What follows belongs to an exercise in optimizing a design on an open flow for small area, a short achievable clock period and few clock cycles; a production flow would make more cautious choices. No run shown here included a check of the RTL's function; only the layout flow was run. Power is estimated from default activity; no workload was simulated.

## flow/design.v

```verilog
package cled_pkg;
  localparam int MaxLen = 16;
  localparam int LenW = $clog2(MaxLen + 1);
  localparam int IdxW = (MaxLen > 1) ? $clog2(MaxLen) : 1;
  typedef enum logic [1:0] {
    OP_APPEND_A = 2'd0,
    OP_APPEND_B = 2'd1,
    OP_RUN      = 2'd2,
    OP_NONE     = 2'd3
  } op_t;
  typedef enum logic [1:0] {
    TAG_EQUAL  = 2'd0,
    TAG_DELETE = 2'd1,
    TAG_INSERT = 2'd2,
    TAG_WHOLE  = 2'd3
  } tag_t;
endpackage
module cled_ram #(
  parameter int Width = 8,
  parameter int Depth = 32
) (
  input  logic                     clk,
  input  logic                     we,
  input  logic [$clog2(Depth)-1:0] waddr,
  input  logic [Width-1:0]         wdata,
  input  logic [$clog2(Depth)-1:0] raddr,
  output logic [Width-1:0]         rdata
);
  logic [Width-1:0] mem [Depth];
  always_ff @(posedge clk) begin
    if (we) begin
      mem[waddr] <= wdata;
    end
    rdata <= mem[raddr];
  end
endmodule
module char_lcs_edit_script_unit (
  input  logic       clk,
  input  logic       rst,
  input  logic       start,
  output logic       busy,
  input  logic [1:0] op,
  input  logic [7:0] ch,
  output logic       strobe,
  output logic [1:0] tag,
  output logic [7:0] ch_res,
  output logic       last,
  output logic       overflow
);
  localparam int ML = cled_pkg::MaxLen;
  typedef enum logic [2:0] {
    S_IDLE,
    S_REF0,
    S_REF,
    S_TRACE,
    S_EMIT,
    S_FINAL
  } st_t;
  st_t state;
  logic        busy_r, strobe_r, last_r, dropped, tab_ok, pb_v, all_d, cur_k, at_m;
  logic        tw_v, tw_rec, d_r;
  logic [1:0]  tag_r;
  logic [7:0]  chres_r;
  logic [4:0]  len_a, len_b, ba, ta, ei;
  logic [3:0]  wslot, tw_slot;
  logic [15:0] prev_v, mt_r;
  logic [16:0] mask, cur_mask, ei_oh;
  logic [7:0]  mem_a [ML];
  logic [7:0]  mem_b [ML];
  logic [15:0] tab [ML];
  logic acc, acc_a, acc_b, acc_run, app_a, app_b;
  assign acc = start & ~busy_r & ~rst;
  assign acc_a = acc & (op == cled_pkg::OP_APPEND_A);
  assign acc_b = acc & (op == cled_pkg::OP_APPEND_B);
  assign acc_run = acc & (op == cled_pkg::OP_RUN);
  assign app_a = acc_a & ~len_a[4];
  assign app_b = acc_b & ~len_b[4];
  logic [7:0]  cmp_ch, rd_b;
  logic [15:0] mt;
  always_comb begin
    rd_b = mem_b[ba[3:0]];
    cmp_ch = (state == S_IDLE) ? ch : rd_b;
    for (int k = 0; k < ML; k++) mt[k] = (mem_a[k] == cmp_ch);
  end
  logic [15:0] vnew, hc;
  logic [15:0] gg [5];
  logic [15:0] pp [5];
  always_comb begin
    gg[0] = mt_r & ~prev_v;
    pp[0] = ~prev_v;
    for (int l = 0; l < 4; l++) begin
      for (int k = 0; k < ML; k++) begin
        if (k >= (1 << l)) begin
          gg[l+1][k] = gg[l][k] | (pp[l][k] & gg[l][k-(1<<l)]);
          pp[l+1][k] = pp[l][k] & pp[l][k-(1<<l)];
        end else begin
          gg[l+1][k] = gg[l][k];
          pp[l+1][k] = pp[l][k];
        end
      end
    end
    hc = gg[4];
    vnew[0] = mt_r[0] | prev_v[0];
    for (int k = 1; k < ML; k++) vnew[k] = ~hc[k-1] & (mt_r[k] | prev_v[k]);
  end
  logic [16:0] mrow, sq, tt, newmask;
  logic        d;
  always_comb begin
    mrow = {mt_r, 1'b0};
    sq = {mt_r | prev_v, 1'b1} & mask;
    tt = sq;
    tt = tt | (tt >> 1);
    tt = tt | (tt >> 2);
    tt = tt | (tt >> 4);
    tt = tt | (tt >> 8);
    tt = tt | (tt >> 16);
    d = |(sq & mrow & ~(tt >> 1));
    newmask = (tt >> 1) | (sq & ~mrow);
  end
  logic [16:0] moh;
  logic [4:0]  mbin;
  always_comb begin
    moh = mask & ~(mask >> 1);
    for (int b = 0; b < 5; b++) begin
      mbin[b] = 1'b0;
      for (int k = 0; k < 17; k++) if (((k >> b) & 1) == 1) mbin[b] = mbin[b] | moh[k];
    end
  end
  logic       f_del, f_eq, f_ident, f_last;
  logic [1:0] f_tag;
  logic [7:0] f_ch;
  always_comb begin
    f_del = newmask[1];
    f_eq = ~tt[2] & sq[1] & mrow[1];
    f_ident = all_d & f_eq & (len_a == len_b);
    f_last = ~f_del && (len_b == 5'd1) && (f_eq ? (len_a == 5'd1) : (len_a == '0));
    f_ch = (f_del | f_eq) ? mem_a[0] : mem_b[0];
    f_tag = f_del ? cled_pkg::TAG_DELETE : (f_eq ? cled_pkg::TAG_EQUAL : cled_pkg::TAG_INSERT);
  end
  logic [4:0]  ei1, ni;
  logic        del, eqs, step, lastn, ident;
  logic [1:0]  etag;
  logic [7:0]  ech;
  logic [15:0] rec;
  logic [16:0] rec_mask;
  logic [15:0] cm_hi;
  always_comb begin
    rec = tab[ta[3:0]];
    for (int k = 0; k < 17; k++) rec_mask[k] = (5'(k) <= rec[4:0]);
    ei1 = ei + 5'd1;
    cm_hi = cur_mask[16:1];
    del = at_m ? (ei < len_a) : |(cm_hi & ei_oh[15:0]);
    eqs = ~del & cur_k;
    step = ~del;
    ni = (del | eqs) ? ei1 : ei;
    lastn = ((del | eqs) ? (ei1 == len_a) : (ei == len_a)) && (step ? (ta == len_b) : at_m);
    ech = (del | eqs) ? mem_a[ei[3:0]] : rd_b;
    etag = del ? cled_pkg::TAG_DELETE : (eqs ? cled_pkg::TAG_EQUAL : cled_pkg::TAG_INSERT);
    ident = all_d & ~mask[1] & (len_a == len_b);
  end
  always_ff @(posedge clk) begin
    if (rst) begin
      state <= S_IDLE;
      busy_r <= 1'b0;
      strobe_r <= 1'b0;
      len_a <= '0;
      len_b <= '0;
      dropped <= 1'b0;
      tab_ok <= 1'b1;
      pb_v <= 1'b0;
    end else begin
      pb_v <= app_b;
      if (app_a) begin
        len_a <= len_a + 5'd1;
        if (len_b != '0) tab_ok <= 1'b0;
      end
      if (app_b) len_b <= len_b + 5'd1;
      if ((acc_a & len_a[4]) | (acc_b & len_b[4])) dropped <= 1'b1;
      case (state)
        S_IDLE:
          if (acc_run) begin
            busy_r <= 1'b1;
            if (len_b == '0) state <= S_EMIT;
            else if (tab_ok) state <= S_TRACE;
            else state <= S_REF0;
          end
        S_REF0: state <= S_REF;
        S_REF: if ({1'b0, wslot} == len_b - 5'd1) state <= S_TRACE;
        S_TRACE:
          if (wslot == 4'd0) begin
            strobe_r <= 1'b1;
            state <= (f_ident || f_last) ? S_FINAL : S_EMIT;
          end
        S_EMIT: begin
          strobe_r <= 1'b1;
          if (ident || lastn) state <= S_FINAL;
        end
        S_FINAL: begin
          strobe_r <= 1'b0;
          busy_r <= 1'b0;
          state <= S_IDLE;
          len_a <= '0;
          len_b <= '0;
          dropped <= 1'b0;
          tab_ok <= 1'b1;
        end
        default: state <= S_IDLE;
      endcase
    end
  end
  always_ff @(posedge clk) begin
    if (tw_v) tab[tw_slot] <= tw_rec ? {10'd0, d_r, mbin} : prev_v;
    tw_v <= pb_v | (state == S_REF) | (state == S_TRACE);
    tw_slot <= wslot;
    tw_rec <= (state == S_TRACE);
  end
  always_ff @(posedge clk) begin
    if (app_a) mem_a[len_a[3:0]] <= ch;
    if (app_b) mem_b[len_b[3:0]] <= ch;
    if (state == S_IDLE && len_b == '0) prev_v <= '0;
    else if (pb_v) prev_v <= vnew;
    case (state)
      S_IDLE: begin
        if (app_b) begin
          mt_r <= mt;
          wslot <= len_b[3:0];
        end
        for (int k = 0; k < 17; k++) mask[k] <= (5'(k) <= len_a);
        all_d <= 1'b1;
        ei <= '0;
        ei_oh <= 17'd1;
        if (tab_ok && len_b != '0) begin
          ba <= len_b - 5'd2;
          ta <= len_b - 5'd2;
        end else begin
          ba <= '0;
          ta <= 5'd1;
        end
        at_m <= (len_b == '0);
      end
      S_REF0: begin
        prev_v <= '0;
        mt_r <= mt;
        ba <= ba + 5'd1;
        wslot <= '0;
      end
      S_REF: begin
        prev_v <= vnew;
        if ({1'b0, wslot} == len_b - 5'd1) begin
          ba <= {1'b0, wslot} - 5'd1;
          ta <= {1'b0, wslot} - 5'd1;
        end else begin
          mt_r <= mt;
          ba <= ba + 5'd1;
          wslot <= wslot + 4'd1;
        end
      end
      S_TRACE: begin
        prev_v <= rec;
        mt_r <= mt;
        wslot <= wslot - 4'd1;
        mask <= newmask;
        d_r <= d;
        all_d <= all_d & d;
        if (wslot == 4'd0) begin
          ei <= (f_del | f_eq) ? 5'd1 : 5'd0;
          ei_oh <= (f_del | f_eq) ? 17'd2 : 17'd1;
          if (f_del) begin
            ba <= '0;
            ta <= 5'd1;
            cur_mask <= newmask;
            cur_k <= d;
            at_m <= 1'b0;
          end else begin
            ba <= 5'd1;
            ta <= 5'd2;
            cur_mask <= mask;
            cur_k <= d_r;
            at_m <= (len_b == 5'd1);
          end
          if (f_ident) begin
            tag_r <= cled_pkg::TAG_WHOLE;
            chres_r <= '0;
            last_r <= 1'b1;
          end else begin
            tag_r <= f_tag;
            chres_r <= f_ch;
            last_r <= f_last;
          end
        end else begin
          ba <= ba - 5'd1;
          ta <= ta - 5'd1;
        end
      end
      S_EMIT: begin
        ei <= ni;
        if (del | eqs) ei_oh <= ei_oh << 1;
        if (step) begin
          ba <= ta;
          ta <= ta + 5'd1;
          cur_mask <= rec_mask;
          cur_k <= rec[5];
          at_m <= (ta == len_b);
        end
        if (ident) begin
          tag_r <= cled_pkg::TAG_WHOLE;
          chres_r <= '0;
          last_r <= 1'b1;
        end else begin
          tag_r <= etag;
          chres_r <= ech;
          last_r <= lastn;
        end
      end
      default: ;
    endcase
  end
  assign busy = busy_r;
  assign strobe = strobe_r;
  assign tag = tag_r;
  assign ch_res = chres_r;
  assign last = last_r;
  assign overflow = dropped;
endmodule
```

## flow/standard.sh

```bash
#!/bin/bash
# synth_recipe.tcl (not shown) runs the flow's synth.tcl, then flattens the netlist and writes it again
# the make line also repeats each setting of config.mk as NAME=value (left out here)
make -C /OpenROAD-flow-scripts/flow DESIGN_CONFIG=/design/flow/config.mk WORK_HOME=/design/flow/orfs CLKGATE_MAP_FILE= SYNTH_SCRIPT=/design/flow/synth_recipe.tcl "${@:-finish}"
```

## flow/flow/run.sh

```bash
#!/bin/bash
# the standard layout, with the port buffers taken from the plain buffer family
# (buf_4) instead of the delay cells buffer_ports picks by default; every input and
# output still gets its own buffer
set -o pipefail
cp standard.sh standard_sh_copy.txt
export BUFFER_PORTS_ARGS="-buffer_cell sky130_fd_sc_hd__buf_4"
bash standard.sh > standard_flow.log 2>&1
```

## flow/config.mk

```make
export PLATFORM = sky130hd
export DESIGN_NAME = char_lcs_edit_script_unit
export DESIGN_NICKNAME = char_lcs_edit_script_unit
export VERILOG_FILES = /design/flow/design.v
export SDC_FILE = /design/flow/constraint.sdc
export NUM_CORES = 4
export LEC_CHECK = 0
export CAP_MARGIN = 20
export CORE_MARGIN = 2
export CORE_UTILIZATION = 40
export SETUP_SLACK_MARGIN = 4.8
export SLEW_MARGIN = 20
export TNS_END_PERCENT = 10
```

## flow/constraint.sdc

```tcl
create_clock -name core_clock -period 7.5 [get_ports {clk}]
set_input_delay 1.5000 -clock core_clock [delete_from_list [all_inputs] [get_ports {clk}]]
set_output_delay 1.5000 -clock core_clock [all_outputs]
set_load 0.01 [all_outputs]
```

==> qor.txt, run 1 <==
DETAILED ROUTING
-----------------------------------------------------------------------------------------------------------------
Total via count after detailed routing                                                                      17800
Detailed-route wire length per cell                                                                       26.0 um
Initial detailed-routing violation count                                                                     2020
Routed wire length                                                                                       78700 um
Routed vias/inst                                                                                             5.88
Number of remaining DRC errors                                                                                  0
Final antenna-violating net count                                                                               0
Drt first pass iters                                                                                            7

SYNTH
-----------------------------------------------------------------------------------------------------------------
Sequential fraction of the synthesis area                                                                   65.1%
Post-synthesis compound-gate area fraction                                                                  6.31%
Count of state elements after synthesis                                                                       661
Multiplexer share of the synthesized area                                                                   13.5%
Number of instances in the synthesized netlist                                                               1927
Post-Synthesis Net Count                                                                                     1966
Dominant combinational cell family by area after synthesis                                           multiplexers
Yosys top cell by area                                                                               sky130_fd_sc_hd__edfxtp_1
Number of enable flip-flop cells after synthesis                                                              625
Post-synthesis instance area                                                                            30000 um2
Yosys warns                                                                                                     3
Fraction of synthesis flops using an asynchronous set or reset pin                                             0%
Arithmetic-cell share of the synthesized area counting full adders, half adders and majority gates          1.11%
Post-Synth XOR/XNOR Area                                                                                    4.97%
Top_reg_cell synth                                                                                   sky130_fd_sc_hd__edfxtp_1
Per-instance average area after synthesis                                                                15.5 um2
Cell variety after synth                                                                                       74
Dominant cells by area after synthesis                                                               sky130_fd_sc_hd__edfxtp_1 (63%), sky130_fd_sc_hd__mux4_2 (11%), sky130_fd_sc_hd__xor2_1 (3.4%)
Fraction of synthesized cell area taken by the top area cell type                                           62.6%
Basic-gate share of the synthesized area counting and, or, nand and nor cells                               6.83%

SETUP PATH
-----------------------------------------------------------------------------------------------------------------
Reg-to-reg endpoint                                                                                       mt_r[7]
Number of cells on the worst reg-to-reg path                                                                    9
CP max stage cell                                                                                    sky130_fd_sc_hd__nor2_1
Number of buffer and inverter instances along the worst setup path                                              2
Most common cell type on the critical path                                                           sky130_fd_sc_hd__buf_4
Critical Path RT                                                                                          7.73 ns
Kind of cell adding the most delay to the critical path                                              simple AND/OR/NAND/NOR gates
Largest stage delay, worst path                                                                           0.86 ns
Largest fanout on the critical path                                                                             9
Critical path class                                                                                  input pin to flip-flop
Cells along the critical path                                                                        buf_4 -> nor4b_4 -> buf_4 -> nand2_1 -> nor2_1
Arrival time reported for the critical path endpoint                                                      3.06 ns
Critical path capture point type                                                                        flip-flop
Register-to-register setup slack                                                                          4.73 ns
Worst Setup Start Kind                                                                                  input pin

PWR
-----------------------------------------------------------------------------------------------------------------
Relative contribution of the clock network to total power                                                   36.0%
Int Pwr                                                                                                   6.73 mW
Worst supply voltage drop on vdd                                                                         0.158 mV
Reported net switching power                                                                              2.53 mW
Sequential share of power                                                                                   47.1%
Combinational share of power                                                                                16.9%
Lkg Pwr                                                                                                   11.3 nW
Fraction of power spent switching nets                                                                      27.3%
Power per standard cell area                                                                           268 nW/um2

FINAL LAYOUT
-----------------------------------------------------------------------------------------------------------------
Fin nets                                                                                                     2040
Area growth from synthesis to layout                                                                        15.4%
Number of fill cells                                                                                         6354
Antenna fix cells                                                                                               0
Most frequent standard cell in the layout excluding fill and tap cells                               sky130_fd_sc_hd__edfxtp_1
Layout cells sized above 1                                                                                  23.8%
Most frequent cells in the layout                                                                    sky130_fd_sc_hd__edfxtp_1 (625), sky130_fd_sc_hd__mux4_2 (148), sky130_fd_sc_hd__xor2_1 (115), sky130_fd_sc_hd__nor2_1 (100), sky130_fd_sc_hd__nand2_1 (94)

PLACE
-----------------------------------------------------------------------------------------------------------------
Dpl hpwl                                                                                                 51400 um
Pre-CTS worst setup slack                                                                                 3.47 ns
Input/output buffers                                                                                           26
Global placer's final weighted congestion                                                                   0.917

STA
-----------------------------------------------------------------------------------------------------------------
Worst-case clock skew                                                                                   0.0307 ns
Fin Setup TNS                                                                                                0 ns
Setup repair after global routing missed its margin                                                           yes
Count of final setup violators                                                                                  0
Setup ws final                                                                                            4.67 ns
Max Slew Vio Count                                                                                              0
Measured slew at the worst slew-check pin                                                                 1.10 ns
Final Hold Viols                                                                                                0
Final Critical Period                                                                                     2.83 ns
Slew margin rel.                                                                                            26.4%
Tcrit/Tclk final                                                                                            37.7%
Peak Freq                                                                                               0.353 GHz

CLOCK TREE
-----------------------------------------------------------------------------------------------------------------
CTS max path bufs                                                                                               3
CTS H-tree lvls                                                                                                 3
Latest clock arrival within the worst-skew pair                                                           0.62 ns
Root buffer cell                                                                                     sky130_fd_sc_hd__clkbuf_16
Clock edge transition at the registers on the reported setup and hold paths                               0.06 ns
CTS tree                                                                                                    built
Post-CTS Hold Fix Bufs                                                                                          0
Clock sinks                                                                                                   661
CTS Buf Count                                                                                                  71

FLOORPLANNING
-----------------------------------------------------------------------------------------------------------------
CORE AREA                                                                                               74300 um2
Total die area                                                                                          77100 um2
Starting density of the core                                                                                40.3%
Chip height                                                                                                278 um
Number of I/O pins                                                                                             27
Horizontal die dimension                                                                                   278 um
Floorplan row count                                                                                           100

OUTCOME
-----------------------------------------------------------------------------------------------------------------
Run status                                                                       no timing/DRC/antenna violations

GLOBAL ROUTE
-----------------------------------------------------------------------------------------------------------------
First-pass GRT wire length                                                                              117000 um
Number of global-route vias before repair                                                                   17600
Global-route usage over all layers                                                                          20.3%
Number of antenna violations at the first check in global routing                                               1
Largest net degree at the start of global routing                                                              65
GR Overflow Total                                                                                               0

MIN PATH
-----------------------------------------------------------------------------------------------------------------
Worst Hold Launch                                                                                         dropped
Class of the tightest hold or removal check                                                          flip-flop to flip-flop
Depth of the worst hold-timing path                                                                             2
WHS Endpoint                                                                                              dropped

JOB
-----------------------------------------------------------------------------------------------------------------
Maximum capacitance violations                                                                                  0

## worst max-delay path by stage
stage               startpoint           to  slack (ns)  cells past startpoint
global placement      len_a[3]    flip-flop        3.62                      9
detailed placement    len_a[3]    flip-flop        3.47                      9
finish                     rst  mem_a[8][7]        4.67                      5
global route          len_a[3]    flip-flop        4.57                      9
CTS                      op[1]  mem_a[3][3]        4.51                      6
floorplan                  rst      mt_r[0]        4.41                      6
## repair_timing
item,in CTS,in global routing
pin swaps,5,18
buffers inserted,26,18
gates cloned,3,0
gates resized for setup,82,15
setup endpoints to repair,444,356
## worst reg2reg max path: stages, from the launching register on
cell and delay, ns:
sky130_fd_sc_hd__dfxtp_4 0.40, sky130_fd_sc_hd__bufbuf_16 0.29, sky130_fd_sc_hd__buf_4 0.13, sky130_fd_sc_hd__mux4_2 0.56, sky130_fd_sc_hd__mux2i_1 0.34, sky130_fd_sc_hd__mux2i_2 0.12
sky130_fd_sc_hd__buf_4 0.25, sky130_fd_sc_hd__xor2_1 0.19, sky130_fd_sc_hd__nand4_1 0.19, sky130_fd_sc_hd__nor2_1 0.17
## cell families (layout without fill, tap and decap cells)
kind of cell	after synthesis	in the layout
buf+inv	147	272
mux	211	211
fa+ha+maj	26	26
simple gates	428	428
xor+xnor	170	170
compound gates	284	284
flops	661	661
## per-stage QoR
step | instance area (um2) | total power [mW] | util, % | hold slack [ns] | std cells
finish | 34600 | 9.26 | 46.5 | 0.498 | 3021
global route | 34600 | 9.59 | 46.5 | 0.525 | 3021
CTS | 34200 | 9.32 | 46.0 | 0.505 | 3003
detailed placement | 31400 | 5.89 | 42.2 | 0.489 | 2850
global placement | 31400 | 5.88 | 42.2 | 0.483 | 2849
floorplan | 30200 | 5.41 | - | 0.371 | 1927
## routing by layer
layer | share of wire [%] | track usage [%]
met1 | 44 | 29.5
met2 | 47 | 32.0
met3 | 6.9 | 3.29
met4 | 2.1 | 5.09
met5 | 0 | 0
## flip-flops by register name, indices dropped and copies added, names as in the netlist, 2 cells and up, named ones only
signal and count:
tab 256, mem_a 128, mem_b 128, cur_mask 16, ei_oh 16, mask 16, mt_r 16, prev_v 16
chres_r 8, ei 5, len_a 5, len_b 5, ta 5, ba 4, tw_slot 4, wslot 4
state 3, tag_r 2
## power groups by stage
stage / clock, mW / combinational [mW] / sequential, mW
floorplan: 0 / 1.08 / 4.34
global placement: 0 / 1.43 / 4.44
detailed placement: 0 / 1.46 / 4.44
CTS: 3.40 / 1.56 / 4.36
global route: 3.54 / 1.68 / 4.37
finish: 3.33 / 1.57 / 4.36
## layout make-up
type                       instances  area, um2  share of cell area, %
timing repair buffer             107       1210                   3.51
clock inverter                    43        349                   1.01
tap                              969       1210                   3.51
sequential                       661      19500                   56.5
clock buffer                      81       1820                   5.28
inverter                          41        175                  0.507
multi-input combinational       1119      10300                   29.7
## Yosys cell counts, types with 7 or more instances
master                     count
sky130_fd_sc_hd__nor3_1       28
sky130_fd_sc_hd__a31oi_1       8
sky130_fd_sc_hd__o211ai_1     14
sky130_fd_sc_hd__nor2b_1      20
sky130_fd_sc_hd__o21ai_0      78
sky130_fd_sc_hd__ha_1         25
sky130_fd_sc_hd__edfxtp_1    625
sky130_fd_sc_hd__clkbuf_1     64
sky130_fd_sc_hd__nand3_1      24
sky130_fd_sc_hd__or3_1         8
sky130_fd_sc_hd__a221oi_1      7
sky130_fd_sc_hd__inv_1        38
sky130_fd_sc_hd__nand2_1     103
sky130_fd_sc_hd__buf_1        11
sky130_fd_sc_hd__mux4_2      148
sky130_fd_sc_hd__and3_1       22
sky130_fd_sc_hd__o22ai_1      14
sky130_fd_sc_hd__buf_2        17
sky130_fd_sc_hd__o21a_1        7
sky130_fd_sc_hd__nand2b_1     10
sky130_fd_sc_hd__xor2_1      115
sky130_fd_sc_hd__nand4_1      39
sky130_fd_sc_hd__a32oi_1       9
sky130_fd_sc_hd__o31ai_1      10
sky130_fd_sc_hd__o221ai_1      9
sky130_fd_sc_hd__xnor2_1      55
sky130_fd_sc_hd__nor2_1      138
sky130_fd_sc_hd__dfxtp_1      36
sky130_fd_sc_hd__mux2i_1      41
sky130_fd_sc_hd__and2_1       10
sky130_fd_sc_hd__a22oi_1       8
sky130_fd_sc_hd__a21oi_1      56
sky130_fd_sc_hd__buf_6         7
sky130_fd_sc_hd__a22o_1        8
sky130_fd_sc_hd__mux2_2       16
==> inputs of run 2 (changes only) <==
--- a/flow/design.v
+++ b/flow/design.v
@@ -53,4 +53,5 @@
     S_REF0,
     S_REF,
+    S_TR0,
     S_TRACE,
     S_EMIT,
@@ -61,5 +62,5 @@
   logic        tw_v, tw_rec, d_r;
   logic [1:0]  tag_r;
-  logic [7:0]  chres_r;
+  logic [7:0]  chres_r, bch;
   logic [4:0]  len_a, len_b, ba, ta, ei;
   logic [3:0]  wslot, tw_slot;
@@ -77,8 +78,11 @@
   assign app_b = acc_b & ~len_b[4];
   logic [7:0]  cmp_ch, rd_b;
+  logic [4:0]  idle_addr, rb_addr;
   logic [15:0] mt;
   always_comb begin
-    rd_b = mem_b[ba[3:0]];
-    cmp_ch = (state == S_IDLE) ? ch : rd_b;
+    idle_addr = (tab_ok && len_b != '0) ? len_b - 5'd2 : '0;
+    rb_addr = (state == S_IDLE) ? idle_addr : ba;
+    rd_b = mem_b[rb_addr[3:0]];
+    cmp_ch = (state == S_IDLE) ? ch : bch;
     for (int k = 0; k < ML; k++) mt[k] = (mem_a[k] == cmp_ch);
   end
@@ -186,5 +190,6 @@
           end
         S_REF0: state <= S_REF;
-        S_REF: if ({1'b0, wslot} == len_b - 5'd1) state <= S_TRACE;
+        S_REF: if ({1'b0, wslot} == len_b - 5'd1) state <= S_TR0;
+        S_TR0: state <= S_TRACE;
         S_TRACE:
           if (wslot == 4'd0) begin
@@ -216,4 +221,5 @@
   end
   always_ff @(posedge clk) begin
+    bch <= rd_b;
     if (app_a) mem_a[len_a[3:0]] <= ch;
     if (app_b) mem_b[len_b[3:0]] <= ch;
@@ -231,8 +237,8 @@
         ei_oh <= 17'd1;
         if (tab_ok && len_b != '0) begin
-          ba <= len_b - 5'd2;
+          ba <= len_b - 5'd3;
           ta <= len_b - 5'd2;
         end else begin
-          ba <= '0;
+          ba <= (len_b == '0) ? 5'd0 : 5'd1;
           ta <= 5'd1;
         end
@@ -256,4 +262,5 @@
         end
       end
+      S_TR0: ba <= ba - 5'd1;
       S_TRACE: begin
         prev_v <= rec;
==> run 2 against run 1 <==
Routed wire length increased by 4.0%. Largest cell class unchanged. Non-clock buffer count increased by 23. Clock skew down 0.0063 ns.
==> qor.txt, run 2 <==
SYNTH
------------------------------------------------------------------------------------------
Post-synthesis instance area                                                     30400 um2   +1.6%
Sequential fraction of the synthesis area                                            64.3%   -0.78 points
Yosys top cell by area                                                        sky130_fd_sc_hd__edfxtp_1
Fraction of synthesized cell area taken by the top area cell type                    61.6%   -1.0 points
Post-Synthesis Net Count                                                              2165   +10%
Cell with the most instances after synthesis                                  sky130_fd_sc_hd__edfxtp_1
Top cell types by occurrence after synthesis                                  sky130_fd_sc_hd__edfxtp_1 (625), sky130_fd_sc_hd__nor2_1 (210), sky130_fd_sc_hd__nand2_1 (189)
Top_reg_cell synth                                                            sky130_fd_sc_hd__edfxtp_1
Fraction of synthesis flops using an asynchronous set or reset pin                      0%   unchanged
Cell variety after synth                                                                80   +8.1%
Yosys warns                                                                              3   unchanged
Dominant cells by area after synthesis                                        sky130_fd_sc_hd__edfxtp_1 (62%), sky130_fd_sc_hd__mux4_2 (8.9%), sky130_fd_sc_hd__xor2_1 (4.3%)
Number of enable flip-flop cells after synthesis                                       625   unchanged
Count of state elements after synthesis                                                665   +0.61%
Number of instances in the synthesized netlist                                        2121   +10%
Per-instance average area after synthesis                                         14.4 um2   -7.7%

STA
------------------------------------------------------------------------------------------
Tcrit/Tclk final                                                                     38.6%   +0.85 points
Slew margin rel.                                                                     34.8%   +8.4 points
Peak Freq                                                                        0.346 GHz   -2.2%
Worst-case clock skew                                                            0.0245 ns   -0.00626 ns
Measured slew at the worst slew-check pin                                         0.976 ns   -0.124 ns
Setup repair after global routing missed its margin                                    yes
Count of final setup violators                                                           0   unchanged
Fin Setup TNS                                                                         0 ns   unchanged
Smallest hold slack                                                               0.501 ns   +0.00348 ns
Final Critical Period                                                              2.89 ns   +0.0635 ns
Final Hold Viols                                                                         0   unchanged
Max Slew Vio Count                                                                       0   unchanged

FLOORPLANNING
------------------------------------------------------------------------------------------
Total die area                                                                   78300 um2   +1.6%
CORE AREA                                                                        75700 um2   +1.9%
Floorplan row count                                                                    101   +1.0%
Chip height                                                                         280 um   +0.80%
Horizontal die dimension                                                            280 um   +0.80%
Starting density of the core                                                         40.2%   -0.088 points
Number of I/O pins                                                                      27   unchanged

PWR
------------------------------------------------------------------------------------------
Power per standard cell area                                                    374 nW/um2   +40%
Total power of the final layout                                                    13.2 mW   +43%
Worst supply voltage drop on vdd                                                  0.199 mV   +26%
Lkg Pwr                                                                            11.8 nW   +3.9%

DETAILED ROUTING
------------------------------------------------------------------------------------------
Total via count after detailed routing                                               19000   +6.8%
Detailed-route wire length per cell                                                25.2 um   -3.2%
Final antenna-violating net count                                                        0   unchanged
Routed vias/inst                                                                      5.85   -0.64%
Drt first pass iters                                                                     7   unchanged
Initial detailed-routing violation count                                              1810   -10%
Routed wire length                                                                81800 um   +4.0%
Number of remaining DRC errors                                                           0   unchanged

FINAL LAYOUT
------------------------------------------------------------------------------------------
Number of fill cells                                                                  6459   +1.7%
Most frequent standard cell in the layout excluding fill and tap cells        sky130_fd_sc_hd__edfxtp_1
Antenna fix cells                                                                        0   unchanged
Non-Filler Instances                                                                  3247   +7.5%
Biggest register                                                                       tab
Number of flip-flops in the largest register                                           256   unchanged
Most frequent cells in the layout                                             sky130_fd_sc_hd__edfxtp_1 (625), sky130_fd_sc_hd__nand2_1 (177), sky130_fd_sc_hd__nor2_1 (163), sky130_fd_sc_hd__xor2_1 (150), sky130_fd_sc_hd__mux4_2 (120)
Fin nets                                                                              2259   +11%
Area growth from synthesis to layout                                                 16.1%
Layout cells sized above 1                                                           22.7%   -1.0 points

PLACE
------------------------------------------------------------------------------------------
Dpl hpwl                                                                          50800 um   -1.1%
Total placed cells including tap cells                                                3058   +7.3%
Global placer's final weighted congestion                                            0.899   -1.9%
Input/output buffers                                                                    26   unchanged

CLOCK TREE
------------------------------------------------------------------------------------------
CTS tree                                                                             built
Clock edge transition at the registers on the reported setup and hold paths        0.06 ns   about the same
CTS Buf Count                                                                           69   -2.8%
Latest clock arrival within the worst-skew pair                                    0.62 ns   about the same
Root buffer cell                                                              sky130_fd_sc_hd__clkbuf_16
CTS max path bufs                                                                        3   unchanged
CTS H-tree lvls                                                                          3   unchanged
Clock sinks                                                                            665   +0.61%

MIN PATH
------------------------------------------------------------------------------------------
Class of the tightest hold or removal check                                   flip-flop to flip-flop

SETUP PATH
------------------------------------------------------------------------------------------
Critical Path RT                                                                   7.87 ns   +0.14 ns
Critical path class                                                           input pin to flip-flop
Largest stage delay, worst path                                                    0.78 ns   -0.08 ns
Critical path capture point type                                                 flip-flop
Worst Setup Start Kind                                                           input pin
Number of buffer and inverter instances along the worst setup path                       1   -1
Kind of cell adding the most delay to the critical path                       multiplexers
Arrival time reported for the critical path endpoint                               3.27 ns   +0.21 ns
CP max stage cell                                                             sky130_fd_sc_hd__mux2i_4
Largest fanout on the critical path                                                     33   +24
Cells along the critical path                                                 buf_4 -> mux2i_4 -> xor2_1 -> nand4_1 -> nor2_1

OUTCOME
------------------------------------------------------------------------------------------
Run status                                                no timing/DRC/antenna violations

GLOBAL ROUTE
------------------------------------------------------------------------------------------
GR Overflow Total                                                                        0   unchanged
Number of antenna violations at the first check in global routing                        2   +1
Global-route usage over all layers                                                   20.8%   +0.48 points
First-pass GRT wire length                                                       121000 um   +3.6%
Largest net degree at the start of global routing                                       65   unchanged
Number of global-route vias before repair                                            18800   +7.0%

JOB
------------------------------------------------------------------------------------------
Maximum capacitance violations                                                           0   unchanged

-- run 2: kinds of logic after synthesis --
family / count (synthesis) / share of synthesized area (%)
fa+ha+maj: 31 / 1.30
buf+inv: 149 / 2.24
simple gates: 622 / 9.65
xor+xnor: 172 / 4.95
flops: 665 / 64.3
mux: 166 / 10.6
compound gates: 316 / 7.04
-- run 2: worst paths after layout --
kind / startpoint / to / slack [ns] / cells after the start
min reg2reg: strobe_r / strobe_r / 0.50 / 2
max: ch[2] / mt_r[12] / 4.61 / 5
max reg2reg: state[1] / chres_r[6] / 4.67 / 10
min: strobe_r / strobe_r / 0.50 / 2
-- run 2: what timing repair did --
item                                    in CTS  in global routing
buffers inserted                            29                 25
resized for setup                           98                 36
pin swaps                                   18                 12
gates cloned                                 9                  1
hold buffers                                 0                  0
endpoints found under the setup margin     412                344
-- run 2: power by group --
part,total (mW),leakage [nW],internal [mW],switching [mW]
clock network,3.32,1.05,1.90,1.42
logic,4.69,4.54,1.82,2.87
registers,5.22,6.18,4.80,0.421
-- run 2: worst min-delay path, cell delays in order, from the launching register on --
cell                      delay [ns]
sky130_fd_sc_hd__dfxtp_1        0.34
sky130_fd_sc_hd__a21oi_1        0.05
sky130_fd_sc_hd__nor2_1         0.08
-- run 2: area by class of cell --
type                       instances  area [um2]  share of cell area (%)
sequential                       665       19600                    55.5
multi-input combinational       1310       10900                    30.8
timing repair buffer             130        1310                    3.72
clock buffer                      94        1910                    5.41
tap                              978        1220                    3.46
inverter                          39         171                   0.485
clock inverter                    31         243                   0.687
-- run 2: metrics by stage --
stage	instance area (um2)	util (%)	setup WS (ns)
after global routing	35300	46.7	4.58
after CTS	35000	46.2	4.58
after detailed placement	32000	42.2	3.64
final	35300	46.7	4.61
after global placement	32000	42.2	3.72
after floorplan	30700	-	4.41
-- run 2: layer usage --
metal | global-route usage [%] | routed length, um | vias to the layer above
met1 | 28.9 | 35000 | 9810
met3 | 2.99 | 5010 | 141
met4 | 6.38 | 2220 | 0
met2 | 33.9 | 39600 | 712
met5 | 0 | 0 | -
li1 | - | - | 8322
==> inputs of run 3 (changes only) <==
--- a/flow/design.v
+++ b/flow/design.v
@@ -66,5 +66,5 @@
   logic [3:0]  wslot, tw_slot;
   logic [15:0] prev_v, mt_r;
-  logic [16:0] mask, cur_mask, ei_oh;
+  logic [16:0] mask, cur_mask;
   logic [7:0]  mem_a [ML];
   logic [7:0]  mem_b [ML];
@@ -154,5 +154,5 @@
     ei1 = ei + 5'd1;
     cm_hi = cur_mask[16:1];
-    del = at_m ? (ei < len_a) : |(cm_hi & ei_oh[15:0]);
+    del = at_m ? (ei < len_a) : (cm_hi[ei[3:0]] & ~ei[4]);
     eqs = ~del & cur_k;
     step = ~del;
@@ -222,6 +222,6 @@
   always_ff @(posedge clk) begin
     bch <= rd_b;
-    if (app_a) mem_a[len_a[3:0]] <= ch;
-    if (app_b) mem_b[len_b[3:0]] <= ch;
+    if (!len_a[4]) mem_a[len_a[3:0]] <= ch;
+    if (!len_b[4]) mem_b[len_b[3:0]] <= ch;
     if (state == S_IDLE && len_b == '0) prev_v <= '0;
     else if (pb_v) prev_v <= vnew;
@@ -235,5 +235,4 @@
         all_d <= 1'b1;
         ei <= '0;
-        ei_oh <= 17'd1;
         if (tab_ok && len_b != '0) begin
           ba <= len_b - 5'd3;
@@ -272,5 +271,4 @@
         if (wslot == 4'd0) begin
           ei <= (f_del | f_eq) ? 5'd1 : 5'd0;
-          ei_oh <= (f_del | f_eq) ? 17'd2 : 17'd1;
           if (f_del) begin
             ba <= '0;
@@ -302,5 +300,4 @@
       S_EMIT: begin
         ei <= ni;
-        if (del | eqs) ei_oh <= ei_oh << 1;
         if (step) begin
           ba <= ta;
==> run 3 against run 2 <==
Clock skew is 0.0012 ns higher. Sequential share of layout area is 0.58 points higher. Critical path type is now flip-flop to flip-flop. Combinational power is 7.7% lower. Fmax is 2.4% lower. Area after synthesis is 2.7% lower. Still clean on timing, DRC and antenna. Critical path depth is 7 higher. Largest cell class unchanged. Worst hold slack worse by 0.021 ns. Highest routed layer unchanged. Largest power group unchanged. Clock power is 2% higher. Flip-flop and latch count is 16 lower.
==> qor.txt, run 3 <==
FINAL LAYOUT
------------------------------------------------------------------------------------------
Number of fill cells                                                                  6343   -1.8%
Layout cells sized above 1                                                           21.6%   -1.2 points
Area growth from synthesis to layout                                                 15.2%
Number of flip-flops in the largest register                                           256   unchanged
Biggest register                                                                       tab
Most frequent cells in the layout                                             sky130_fd_sc_hd__edfxtp_1 (609), sky130_fd_sc_hd__xor2_1 (145), sky130_fd_sc_hd__nor2_1 (133), sky130_fd_sc_hd__mux4_2 (123), sky130_fd_sc_hd__nand2_1 (97)
Most frequent standard cell in the layout excluding fill and tap cells        sky130_fd_sc_hd__edfxtp_1
Antenna fix cells                                                                        0   unchanged
Fin nets                                                                              2099   -7.1%

CLOCK TREE
------------------------------------------------------------------------------------------
Root buffer cell                                                              sky130_fd_sc_hd__clkbuf_16
CTS H-tree lvls                                                                          3   unchanged
Clock edge transition at the registers on the reported setup and hold paths        0.06 ns   about the same
CTS tree                                                                             built
Clock sinks                                                                            649   -2.4%
Latest clock arrival within the worst-skew pair                                    0.62 ns   about the same
CTS Buf Count                                                                           68   -1.4%
CTS max path bufs                                                                        3   unchanged

STA
------------------------------------------------------------------------------------------
Tcrit/Tclk final                                                                     39.5%   +0.95 points
Setup repair after global routing missed its margin                                    yes
Slew margin rel.                                                                     25.3%   -9.5 points
Fin Setup TNS                                                                         0 ns   unchanged
Final Hold Viols                                                                         0   unchanged
Peak Freq                                                                        0.337 GHz   -2.4%
Max Slew Vio Count                                                                       0   unchanged
Measured slew at the worst slew-check pin                                          1.12 ns   +0.140 ns
Final Critical Period                                                              2.96 ns   +0.0709 ns
Count of final setup violators                                                           0   unchanged
Worst-case clock skew                                                            0.0257 ns   +0.00119 ns

GLOBAL ROUTE
------------------------------------------------------------------------------------------
Global-route usage over all layers                                                   20.4%   -0.37 points
Largest net degree at the start of global routing                                       65   unchanged
First-pass GRT wire length                                                       117000 um   -3.2%
GR Overflow Total                                                                        0   unchanged
Number of global-route vias before repair                                            18100   -3.4%
Number of antenna violations at the first check in global routing                        1   -1

DETAILED ROUTING
------------------------------------------------------------------------------------------
Initial detailed-routing violation count                                              1710   -5.5%
Total via count after detailed routing                                               17900   -5.7%
Number of remaining DRC errors                                                           0   unchanged
Routed vias/inst                                                                      5.83   -0.21%
Detailed-route wire length per cell                                                25.6 um   +1.7%
Drt first pass iters                                                                     5   -2
Final antenna-violating net count                                                        0   unchanged
Routed wire length                                                                78600 um   -3.9%

SYNTH
------------------------------------------------------------------------------------------
Number of instances in the synthesized netlist                                        1976   -6.8%
Top_reg_cell synth                                                            sky130_fd_sc_hd__edfxtp_1
Yosys warns                                                                              3   unchanged
Top cell types by occurrence after synthesis                                  sky130_fd_sc_hd__edfxtp_1 (609), sky130_fd_sc_hd__nor2_1 (150), sky130_fd_sc_hd__xor2_1 (145)
Cell variety after synth                                                                79   -1.3%
Yosys top cell by area                                                        sky130_fd_sc_hd__edfxtp_1
Dominant cells by area after synthesis                                        sky130_fd_sc_hd__edfxtp_1 (62%), sky130_fd_sc_hd__mux4_2 (9.4%), sky130_fd_sc_hd__xor2_1 (4.3%)
Per-instance average area after synthesis                                         15.0 um2   +4.5%
Number of enable flip-flop cells after synthesis                                       609   -2.6%
Post-synthesis instance area                                                     29600 um2   -2.7%
Fraction of synthesized cell area taken by the top area cell type                    61.7%   +0.081 points
Cell with the most instances after synthesis                                  sky130_fd_sc_hd__edfxtp_1
Fraction of synthesis flops using an asynchronous set or reset pin                      0%   unchanged
Count of state elements after synthesis                                                649   -2.4%
Sequential fraction of the synthesis area                                            64.4%   +0.15 points
Post-Synthesis Net Count                                                              2021   -6.7%

SETUP PATH
------------------------------------------------------------------------------------------
Critical path capture point type                                                 flip-flop
Critical path class                                                           flip-flop to flip-flop
Worst Setup Start Kind                                                           flip-flop
Critical Path RT                                                                   7.85 ns   -0.02 ns
Largest fanout on the critical path                                                     16   -52%
Arrival time reported for the critical path endpoint                               3.32 ns   +0.05 ns

MIN PATH
------------------------------------------------------------------------------------------
Class of the tightest hold or removal check                                   flip-flop to flip-flop

FLOORPLANNING
------------------------------------------------------------------------------------------
Floorplan row count                                                                     99   -2.0%
Total die area                                                                   76300 um2   -2.6%
Starting density of the core                                                         40.5%   +0.32 points
Horizontal die dimension                                                            276 um   -1.3%
CORE AREA                                                                        73100 um2   -3.5%
Number of I/O pins                                                                      27   unchanged
Chip height                                                                         276 um   -1.3%

PWR
------------------------------------------------------------------------------------------
Relative contribution of the clock network to total power                            26.3%   +1.2 points
Reported net switching power                                                       4.47 mW   -5.1%
Int Pwr                                                                            8.34 mW   -2.0%
Lkg Pwr                                                                            11.3 nW   -3.9%
Combinational share of power                                                         33.8%   -1.7 points
Power per standard cell area                                                    376 nW/um2   +0.31%
Total power of the final layout                                                    12.8 mW   -3.1%
Worst supply voltage drop on vdd                                                  0.287 mV   +44%
Sequential share of power                                                            39.9%   +0.5 points
Fraction of power spent switching nets                                               34.9%   -0.74 points

OUTCOME
------------------------------------------------------------------------------------------
Run status                                                no timing/DRC/antenna violations

JOB
------------------------------------------------------------------------------------------
Maximum capacitance violations                                                           0   unchanged

PLACE
------------------------------------------------------------------------------------------
Input/output buffers                                                                    26   unchanged
Global placer's final weighted congestion                                            0.877   -2.4%
Dpl hpwl                                                                          50400 um   -0.94%

[run 3: changes by cell type in the layout (fill, tap and decap cells not counted), moves of 10 or more]
cell                       delta
sky130_fd_sc_hd__nand3_1     -29
sky130_fd_sc_hd__nand2_1     -80
sky130_fd_sc_hd__o21ai_1     -17
sky130_fd_sc_hd__o22ai_1     +38
sky130_fd_sc_hd__nor2_4      -29
sky130_fd_sc_hd__nor2_1      -30
sky130_fd_sc_hd__and3_1      -10
sky130_fd_sc_hd__mux2i_1     +45
sky130_fd_sc_hd__edfxtp_1    -16
sky130_fd_sc_hd__buf_4       -19
[run 3: path summary, 6_finish.rpt]
check	start	endpoint	slack, ns	depth (start not counted)
worst max register to register	len_b[0]	chres_r[1]	4.54	12
worst min register to register	pb_v	tw_v	0.48	1
worst max-delay path	len_b[0]	chres_r[1]	4.54	12
worst min-delay path	pb_v	tw_v	0.48	1
[run 3: through the flow]
stage               utilization, %  hold slack (ns)  instances  instance area (um2)  setup slack, ns
floorplan                        -            0.375       1976                29800             4.40
global placement              42.6            0.463       2908                31100             3.57
detailed placement            42.6            0.468       2908                31100             3.42
CTS                           46.6            0.486       3063                34000             4.54
global route                  46.7            0.522       3067                34100             4.41
finish                        46.7            0.480       3067                34100             4.54
[run 3: area by class of cell]
cell class	instances	area, um2	share of cell area [%]
Multi-Input combinational cell	1185	10300	30.3
Sequential cell	649	19100	56.1
Timing Repair Buffer	105	1060	3.11
Tap cell	959	1200	3.52
Inverter	45	189	0.554
Clock buffer	84	1770	5.19
Clock inverter	40	425	1.25
[run 3: cell families (layout without fill, tap and decap cells)]
group                      count (synthesis)  after routing  synth area share (%)
muxes                                    222            222                  12.8
buffers and inverters                    142            274                  2.09
and+or+nand+nor                          448            448                  7.43
DFF                                      649            649                  64.4
xor gates and xnor gates                 170            170                  5.03
adders and majority gates                 32             32                  1.38
AOI/OAI and AO/OA                        313            313                  6.88
[run 3: what timing repair did]
item,4_1_cts,5_1_grt
gates cloned,5,0
pin swaps,12,7
setup endpoints to repair,165,126
hold buffers,0,0
resized for setup,77,10
endpoints found under the hold margin,0,0
setup buffers,26,4
[run 3: layer usage]
metal	share of wire (%)	wire, um	global-route usage [%]	vias to the layer above
met3	5.8	4530	3.76	149
met4	2.9	2260	6.38	0
li1	-	-	-	7884
met2	48	37500	32.9	643
met1	44	34300	28.2	9219
met5	0	0	0	-
[run 3: critical path: stages, from the launching register on]
cell	delay (ns)
sky130_fd_sc_hd__dfxtp_4	0.35
sky130_fd_sc_hd__inv_4	0.06
sky130_fd_sc_hd__ha_4	0.13
sky130_fd_sc_hd__or4b_4	0.54
sky130_fd_sc_hd__nand4_4	0.11
sky130_fd_sc_hd__o21ai_4	0.07
sky130_fd_sc_hd__buf_12	0.15
sky130_fd_sc_hd__buf_6	0.12
sky130_fd_sc_hd__buf_16	0.16
sky130_fd_sc_hd__mux2i_1	0.17
sky130_fd_sc_hd__o22ai_1	0.10
sky130_fd_sc_hd__or4_4	0.49
sky130_fd_sc_hd__a311o_1	0.27
[run 3: power by group through the flow]
stage / logic, mW / clock network, mW / registers [mW]
floorplan: 2.85 / 0 / 4.89
global route: 4.65 / 3.57 / 5.16
CTS: 4.27 / 3.43 / 5.10
finish: 4.33 / 3.38 / 5.11
global placement: 3.87 / 0 / 5.17
detailed placement: 3.90 / 0 / 5.18
==> inputs of run 4 (changes only) <==
--- a/flow/design.v
+++ b/flow/design.v
@@ -62,12 +62,12 @@
   logic        tw_v, tw_rec, d_r;
   logic [1:0]  tag_r;
-  logic [7:0]  chres_r, bch;
-  logic [4:0]  len_a, len_b, ba, ta, ei;
+  logic [7:0]  chres_r;
+  logic [4:0]  len_a, len_b, ba, ta, tq, ei;
   logic [3:0]  wslot, tw_slot;
-  logic [15:0] prev_v, mt_r;
+  logic [15:0] prev_v, mt_r, mt_pre, tv_pre;
   logic [16:0] mask, cur_mask;
   logic [7:0]  mem_a [ML];
   logic [7:0]  mem_b [ML];
-  logic [15:0] tab [ML];
+  logic [15:0] tab [ML/2];
   logic acc, acc_a, acc_b, acc_run, app_a, app_b;
   assign acc = start & ~busy_r & ~rst;
@@ -78,11 +78,8 @@
   assign app_b = acc_b & ~len_b[4];
   logic [7:0]  cmp_ch, rd_b;
-  logic [4:0]  idle_addr, rb_addr;
   logic [15:0] mt;
   always_comb begin
-    idle_addr = (tab_ok && len_b != '0) ? len_b - 5'd2 : '0;
-    rb_addr = (state == S_IDLE) ? idle_addr : ba;
-    rd_b = mem_b[rb_addr[3:0]];
-    cmp_ch = (state == S_IDLE) ? ch : bch;
+    rd_b = mem_b[ba[3:0]];
+    cmp_ch = (state == S_IDLE) ? ch : rd_b;
     for (int k = 0; k < ML; k++) mt[k] = (mem_a[k] == cmp_ch);
   end
@@ -108,4 +105,25 @@
     for (int k = 1; k < ML; k++) vnew[k] = ~hc[k-1] & (mt_r[k] | prev_v[k]);
   end
+  logic [15:0] vodd, hc2;
+  logic [15:0] g2 [5];
+  logic [15:0] p2 [5];
+  always_comb begin
+    g2[0] = mt_pre & ~tv_pre;
+    p2[0] = ~tv_pre;
+    for (int l = 0; l < 4; l++) begin
+      for (int k = 0; k < ML; k++) begin
+        if (k >= (1 << l)) begin
+          g2[l+1][k] = g2[l][k] | (p2[l][k] & g2[l][k-(1<<l)]);
+          p2[l+1][k] = p2[l][k] & p2[l][k-(1<<l)];
+        end else begin
+          g2[l+1][k] = g2[l][k];
+          p2[l+1][k] = p2[l][k];
+        end
+      end
+    end
+    hc2 = g2[4];
+    vodd[0] = mt_pre[0] | tv_pre[0];
+    for (int k = 1; k < ML; k++) vodd[k] = ~hc2[k-1] & (mt_pre[k] | tv_pre[k]);
+  end
   logic [16:0] mrow, sq, tt, newmask;
   logic        d;
@@ -142,4 +160,10 @@
     f_tag = f_del ? cled_pkg::TAG_DELETE : (f_eq ? cled_pkg::TAG_EQUAL : cled_pkg::TAG_INSERT);
   end
+  logic [2:0]  tra;
+  logic [15:0] trd;
+  always_comb begin
+    tra = (state == S_EMIT) ? ta[3:1] : (tq[3:1] - 3'd1);
+    trd = tab[tra];
+  end
   logic [4:0]  ei1, ni;
   logic        del, eqs, step, lastn, ident;
@@ -148,11 +172,9 @@
   logic [15:0] rec;
   logic [16:0] rec_mask;
-  logic [15:0] cm_hi;
   always_comb begin
-    rec = tab[ta[3:0]];
+    rec = ta[0] ? {10'd0, trd[11:6]} : {10'd0, trd[5:0]};
     for (int k = 0; k < 17; k++) rec_mask[k] = (5'(k) <= rec[4:0]);
     ei1 = ei + 5'd1;
-    cm_hi = cur_mask[16:1];
-    del = at_m ? (ei < len_a) : (cm_hi[ei[3:0]] & ~ei[4]);
+    del = at_m ? (ei < len_a) : (cur_mask[ei1[3:0]] & ~ei1[4]) | (cur_mask[16] & ei1 == 5'd16);
     eqs = ~del & cur_k;
     step = ~del;
@@ -186,5 +208,5 @@
             busy_r <= 1'b1;
             if (len_b == '0) state <= S_EMIT;
-            else if (tab_ok) state <= S_TRACE;
+            else if (tab_ok) state <= S_TR0;
             else state <= S_REF0;
           end
@@ -215,5 +237,7 @@
   end
   always_ff @(posedge clk) begin
-    if (tw_v) tab[tw_slot] <= tw_rec ? {10'd0, d_r, mbin} : prev_v;
+    if (tw_v && !tw_rec && tw_slot[0]) tab[tw_slot[3:1]] <= prev_v;
+    if (tw_v && tw_rec && !tw_slot[0]) tab[tw_slot[3:1]][5:0] <= {d_r, mbin};
+    if (tw_v && tw_rec && tw_slot[0]) tab[tw_slot[3:1]][11:6] <= {d_r, mbin};
     tw_v <= pb_v | (state == S_REF) | (state == S_TRACE);
     tw_slot <= wslot;
@@ -221,7 +245,6 @@
   end
   always_ff @(posedge clk) begin
-    bch <= rd_b;
-    if (!len_a[4]) mem_a[len_a[3:0]] <= ch;
-    if (!len_b[4]) mem_b[len_b[3:0]] <= ch;
+    if (app_a) mem_a[len_a[3:0]] <= ch;
+    if (app_b) mem_b[len_b[3:0]] <= ch;
     if (state == S_IDLE && len_b == '0) prev_v <= '0;
     else if (pb_v) prev_v <= vnew;
@@ -236,8 +259,8 @@
         ei <= '0;
         if (tab_ok && len_b != '0) begin
-          ba <= len_b - 5'd3;
-          ta <= len_b - 5'd2;
+          ba <= len_b - 5'd2;
+          tq <= len_b - 5'd1;
         end else begin
-          ba <= (len_b == '0) ? 5'd0 : 5'd1;
+          ba <= '0;
           ta <= 5'd1;
         end
@@ -254,5 +277,5 @@
         if ({1'b0, wslot} == len_b - 5'd1) begin
           ba <= {1'b0, wslot} - 5'd1;
-          ta <= {1'b0, wslot} - 5'd1;
+          tq <= {1'b0, wslot};
         end else begin
           mt_r <= mt;
@@ -261,8 +284,16 @@
         end
       end
-      S_TR0: ba <= ba - 5'd1;
+      S_TR0: begin
+        mt_pre <= mt;
+        tv_pre <= (tq[4:1] == 4'd0) ? 16'd0 : trd;
+        ba <= ba - 5'd1;
+        tq <= tq - 5'd1;
+      end
       S_TRACE: begin
-        prev_v <= rec;
-        mt_r <= mt;
+        prev_v <= wslot[0] ? vodd : tv_pre;
+        mt_r <= mt_pre;
+        mt_pre <= mt;
+        tv_pre <= (tq[4:1] == 4'd0) ? 16'd0 : trd;
+        tq <= tq - 5'd1;
         wslot <= wslot - 4'd1;
         mask <= newmask;
@@ -295,5 +326,4 @@
         end else begin
           ba <= ba - 5'd1;
-          ta <= ta - 5'd1;
         end
       end
==> flow/run.sh (new file) <==
#!/bin/bash
# synth_recipe.tcl (not shown) runs the flow's synth.tcl, then flattens the netlist and writes it again
# the make line also repeats each setting of config.mk as NAME=value (left out here)
make -C /OpenROAD-flow-scripts/flow DESIGN_CONFIG=/design/flow/config.mk WORK_HOME=/design/flow/orfs CLKGATE_MAP_FILE= SYNTH_SCRIPT=/design/flow/synth_recipe.tcl finish
--- a/flow/config.mk
+++ b/flow/config.mk
@@ -9,5 +9,4 @@
 export CORE_MARGIN = 2
 export CORE_UTILIZATION = 40
-export SETUP_SLACK_MARGIN = 4.8
+export SETUP_SLACK_MARGIN = 4.6
 export SLEW_MARGIN = 20
-export TNS_END_PERCENT = 10
removed: flow/flow/run.sh
removed: flow/standard.sh
==> run 4 against run 3 <==
Sequential share of layout area decreased by 8.8 points. Non-clock buffer count rose by 149. Flip-flop and latch count fell by 97. Fmax shrank 0.22%. First-iteration DRC count increased by 31%. Still clean on timing, DRC and antenna. Die area down 7.5%. Clock skew grew 0.0065 ns. Worst hold slack got worse by 0.0026 ns. Register-to-register slack barely moved. Cell area up 1.1%. Sequential power decreased by 15%. Area after synthesis shrank 7.6%. Critical path type unchanged.
==> qor.txt, run 4 <==
FINAL LAYOUT
-----------------------------------------------------------------------------------------------------------------
End-of-flow core utilization                                                                                51.1%   +4.4 points
Antenna fix cells                                                                                               0   unchanged
Number of fill cells                                                                                         5571   -12%
Layout cells sized above 1                                                                                  28.6%   +7.1 points
Most frequent cells in the layout                                                                    sky130_fd_sc_hd__edfxtp_1 (520), sky130_fd_sc_hd__nand2_1 (168), sky130_fd_sc_hd__nor2_1 (163), sky130_fd_sc_hd__buf_4 (141), sky130_fd_sc_hd__xor2_1 (97)
Area growth from synthesis to layout                                                                        26.0%
Most frequent standard cell in the layout excluding fill and tap cells                               sky130_fd_sc_hd__edfxtp_1
Fin nets                                                                                                     2399   +14%

FLOORPLANNING
-----------------------------------------------------------------------------------------------------------------
Horizontal die dimension                                                                                   266 um   -3.8%
Chip height                                                                                                266 um   -3.8%
Total die area                                                                                          70600 um2   -7.5%
Number of I/O pins                                                                                             27   unchanged
Floorplan row count                                                                                            95   -4.0%
Starting density of the core                                                                                40.6%   about the same
CORE AREA                                                                                               67500 um2   -7.6%

GLOBAL ROUTE
-----------------------------------------------------------------------------------------------------------------
Number of global-route vias before repair                                                                   19000   +4.5%
Largest net degree at the start of global routing                                                              49   -25%
GR Overflow Total                                                                                               0   unchanged
Number of antenna violations at the first check in global routing                                               0   -1
First-pass GRT wire length                                                                              126000 um   +7.8%
Global-route usage over all layers                                                                          24.1%   +3.7 points

SYNTH
-----------------------------------------------------------------------------------------------------------------
Fraction of synthesis flops using an asynchronous set or reset pin                                             0%   unchanged
Number of enable flip-flop cells after synthesis                                                              520   -15%
Count of state elements after synthesis                                                                       552   -15%
Yosys top cell by area                                                                               sky130_fd_sc_hd__edfxtp_1
Multiplexer share of the synthesized area                                                                   10.0%   -2.7 points
Fraction of synthesized cell area taken by the top area cell type                                           57.0%   -4.7 points
Per-instance average area after synthesis                                                                12.8 um2   -14%
Sequential fraction of the synthesis area                                                                   59.4%   -5.1 points
Post-synthesis compound-gate area fraction                                                                  9.28%   +2.4 points
Basic-gate share of the synthesized area counting and, or, nand and nor cells                               11.6%   +4.1 points
Dominant cells by area after synthesis                                                               sky130_fd_sc_hd__edfxtp_1 (57%), sky130_fd_sc_hd__mux4_2 (4.9%), sky130_fd_sc_hd__xor2_1 (3.4%)
Cell variety after synth                                                                                       90   +14%
Post-Synth XOR/XNOR Area                                                                                    5.63%   +0.60 points
Post-Synthesis Net Count                                                                                     2182   +8.0%
Top cell types by occurrence after synthesis                                                         sky130_fd_sc_hd__edfxtp_1 (520), sky130_fd_sc_hd__nor2_1 (197), sky130_fd_sc_hd__nand2_1 (190)
Dominant combinational cell family by area after synthesis                                           simple AND/OR/NAND/NOR gates
Number of instances in the synthesized netlist                                                               2136   +8.1%
Post-synthesis instance area                                                                            27400 um2   -7.6%
Cell with the most instances after synthesis                                                         sky130_fd_sc_hd__edfxtp_1
Top_reg_cell synth                                                                                   sky130_fd_sc_hd__edfxtp_1
Arithmetic-cell share of the synthesized area counting full adders, half adders and majority gates          1.54%   +0.16 points
Yosys warns                                                                                                     5   +2

DETAILED ROUTING
-----------------------------------------------------------------------------------------------------------------
Number of remaining DRC errors                                                                                  0   unchanged
Detailed-route wire length per cell                                                                       27.2 um   +5.9%
Total via count after detailed routing                                                                      19600   +9.7%
Final antenna-violating net count                                                                               0   unchanged
Drt first pass iters                                                                                            5   unchanged
Routed vias/inst                                                                                             6.00   +2.8%
Routed wire length                                                                                       88900 um   +13%
Initial detailed-routing violation count                                                                     2247   +31%

SETUP PATH
-----------------------------------------------------------------------------------------------------------------
Critical path capture point type                                                                        flip-flop
Register-to-register setup slack                                                                          4.53 ns   about the same
Critical path class                                                                                  flip-flop to flip-flop
Number of cells on the worst reg-to-reg path                                                                    9   -3
Largest fanout on the critical path                                                                             6   -10
Worst Setup Start Kind                                                                                  flip-flop
Arrival time reported for the critical path endpoint                                                      3.41 ns   +0.09 ns
Critical Path RT                                                                                          7.94 ns   +0.09 ns
Reg-to-reg endpoint                                                                                    chres_r[6]
Startpoint of the worst-slack reg-to-reg timing path                                                        ei[0]

STA
-----------------------------------------------------------------------------------------------------------------
Count of final setup violators                                                                                  0   unchanged
Final Hold Viols                                                                                                0   unchanged
Final Critical Period                                                                                     2.97 ns   +0.00663 ns
Tcrit/Tclk final                                                                                            39.6%   +0.088 points
Slew margin rel.                                                                                            27.4%   +2.1 points
Setup repair after global routing missed its margin                                                           yes
Max Slew Vio Count                                                                                              0   unchanged
Measured slew at the worst slew-check pin                                                                 1.08 ns   -0.0384 ns
Smallest hold slack                                                                                      0.478 ns   -0.00257 ns
Worst-case clock skew                                                                                   0.0322 ns   +0.00649 ns
Peak Freq                                                                                               0.337 GHz   -0.22%
Fin Setup TNS                                                                                                0 ns   unchanged

PWR
-----------------------------------------------------------------------------------------------------------------
Reported net switching power                                                                              5.05 mW   +13%
Lkg Pwr                                                                                                   12.0 nW   +6.4%
Worst supply voltage drop on vdd                                                                         0.231 mV   -20%
Relative contribution of the clock network to total power                                                   22.5%   -3.8 points
Total power of the final layout                                                                           13.2 mW   +2.9%
Int Pwr                                                                                                   8.13 mW   -2.5%
Sequential share of power                                                                                   32.8%   -7.1 points
Combinational share of power                                                                                44.8%   +11 points
Fraction of power spent switching nets                                                                      38.3%   +3.4 points
Power per standard cell area                                                                           382 nW/um2   +1.7%

CLOCK TREE
-----------------------------------------------------------------------------------------------------------------
CTS max path bufs                                                                                               3   unchanged
CTS tree                                                                                                    built
CTS H-tree lvls                                                                                                 2   -1
Root buffer cell                                                                                     sky130_fd_sc_hd__clkbuf_16
CTS Buf Count                                                                                                  58   -15%
Clock edge transition at the registers on the reported setup and hold paths                               0.07 ns   about the same
Clock sinks                                                                                                   552   -15%
Latest clock arrival within the worst-skew pair                                                           0.65 ns   +0.03 ns

MIN PATH
-----------------------------------------------------------------------------------------------------------------
WHS Endpoint                                                                                             strobe_r
Worst Hold Launch                                                                                        strobe_r
Depth of the worst hold-timing path                                                                             2   +1
Class of the tightest hold or removal check                                                          flip-flop to flip-flop

PLACE
-----------------------------------------------------------------------------------------------------------------
Input/output buffers                                                                                           26   unchanged
Global placer's final weighted congestion                                                                   0.934   +6.4%
Dpl hpwl                                                                                                 54900 um   +9.0%

OUTCOME
-----------------------------------------------------------------------------------------------------------------
Run status                                                                       no timing/DRC/antenna violations

JOB
-----------------------------------------------------------------------------------------------------------------
Maximum capacitance violations                                                                                  0   unchanged

run 4: cell count changes in the layout (fill, tap and decap cells not counted), moves of 48 or more:
cell	previous run	this run
sky130_fd_sc_hd__buf_4	86	141
sky130_fd_sc_hd__mux4_2	123	59
sky130_fd_sc_hd__edfxtp_1	609	520
sky130_fd_sc_hd__nand3_1	19	75
sky130_fd_sc_hd__xor2_1	145	97
sky130_fd_sc_hd__nand2_1	97	168
run 4: kinds of logic (layout without fill, tap and decap cells):
| kind of cell | after synthesis | in the layout |
|---|---|---|
| XOR/XNOR | 176 | 176 |
| adder cells (fa/ha/maj) | 33 | 33 |
| flip-flops | 552 | 552 |
| buffers and inverters | 156 | 412 |
| AO/OA/AOI/OAI | 364 | 366 |
| AND/OR/NAND/NOR | 663 | 668 |
| multiplexers | 192 | 195 |
run 4: how the worst max path moves through the flow:
stage / slack (ns) / start / cells after the start / endpoint
final: 4.53 / ei[0] / 9 / chres_r[6]
after global routing: 4.45 / state[0] / 13 / cur_mask[10]
after CTS: 4.55 / ei[0] / 9 / chres_r[5]
after detailed placement: 3.09 / state[1] / 7 / cur_mask[11]
after global placement: 3.14 / rst / 5 / mem_a[6][0]
after floorplan: 4.33 / rst / 4 / mem_a[15][0]
run 4: layer usage:
metal / track usage (%) / share of wire (%)
met5: 0 / 0
met3: 3.68 / 8.0
met4: 9.51 / 4.4
met1: 31.5 / 39
met2: 40.6 / 49
run 4: repair_timing:
item / CTS / global route
gates cloned: 19 / 8
hold buffers: 0 / 0
pin swaps: 47 / 41
setup buffers: 101 / 75
setup endpoints to repair: 477 / 336
resized for setup: 240 / 138
run 4: cell type report:
cell class	count	area, um2	share of cell area, %
Inverter	48	193	0.559
Clock buffer	63	1470	4.26
Timing Repair inverter	1	5.00	0.0145
Clock inverter	46	469	1.36
Multi-Input combinational cell	1438	11900	34.5
Sequential cell	552	16300	47.2
Tap cell	873	1090	3.17
Timing Repair Buffer	254	3050	8.85
run 4: metrics by stage:
step | cell area (um2) | instances | worst slack, ns
finish | 34500 | 3275 | 4.53
floorplan | 27700 | 2136 | 4.33
global placement | 28800 | 2963 | 3.14
CTS | 33200 | 3192 | 4.55
global route | 34500 | 3275 | 4.45
detailed placement | 28800 | 2963 | 3.09
run 4: critical path, stage by stage, from the launching register on:
cell and delay, ns:
sky130_fd_sc_hd__edfxtp_1 0.51, sky130_fd_sc_hd__ha_4 0.38, sky130_fd_sc_hd__mux4_2 0.23, sky130_fd_sc_hd__inv_2 0.04, sky130_fd_sc_hd__mux4_2 0.52, sky130_fd_sc_hd__o21a_4 0.27, sky130_fd_sc_hd__o21ai_4 0.18, sky130_fd_sc_hd__nand2b_4 0.23
sky130_fd_sc_hd__nor3_1 0.10, sky130_fd_sc_hd__o32ai_1 0.31
run 4: power groups by stage:
stage | registers (mW) | logic (mW) | clock network [mW]
5_1_grt | 4.35 | 6.22 | 3.11
3_3_place_gp | 4.37 | 4.06 | 0
3_5_place_dp | 4.37 | 4.10 | 0
6_report | 4.32 | 5.90 | 2.96
2_1_floorplan | 4.11 | 3.07 | 0
4_1_cts | 4.29 | 5.13 | 2.98

[re-timing with driven ports]
The results above use ideal ports. As a check the final layouts listed here were re-extracted and re-timed, cells and wires unchanged.
Step 1, drivers: a clkbuf_16 drives clk and a buf_2 each remaining input, both assumed.
Step 2 also shifts input and output timing later by t, the mid clock arrival at the registers, as if the neighbouring blocks saw the same clock.
a / b / c = ideal ports / drivers / drivers and shift; a / b = the first two.
run | t (ns) | setup slack, ns | worst register clock-pin slew, ns
run 1 | 0.671 | 4.671 / 4.695 / 4.036 | 0.07 / 0.07
run 2 | 0.671 | 4.607 / 4.609 / 3.983 | 0.06 / 0.06
run 3 | 0.669 | 4.536 / 4.536 / 4.100 | 0.07 / 0.07
run 4 | 0.694 | 4.530 / 4.530 / 3.978 | 0.07 / 0.07
After both steps setup and hold are still met in every run listed. For run 1, which loses most, drivers alone change the setup slack by +0.024 ns; drivers and shift together by -0.635 ns.
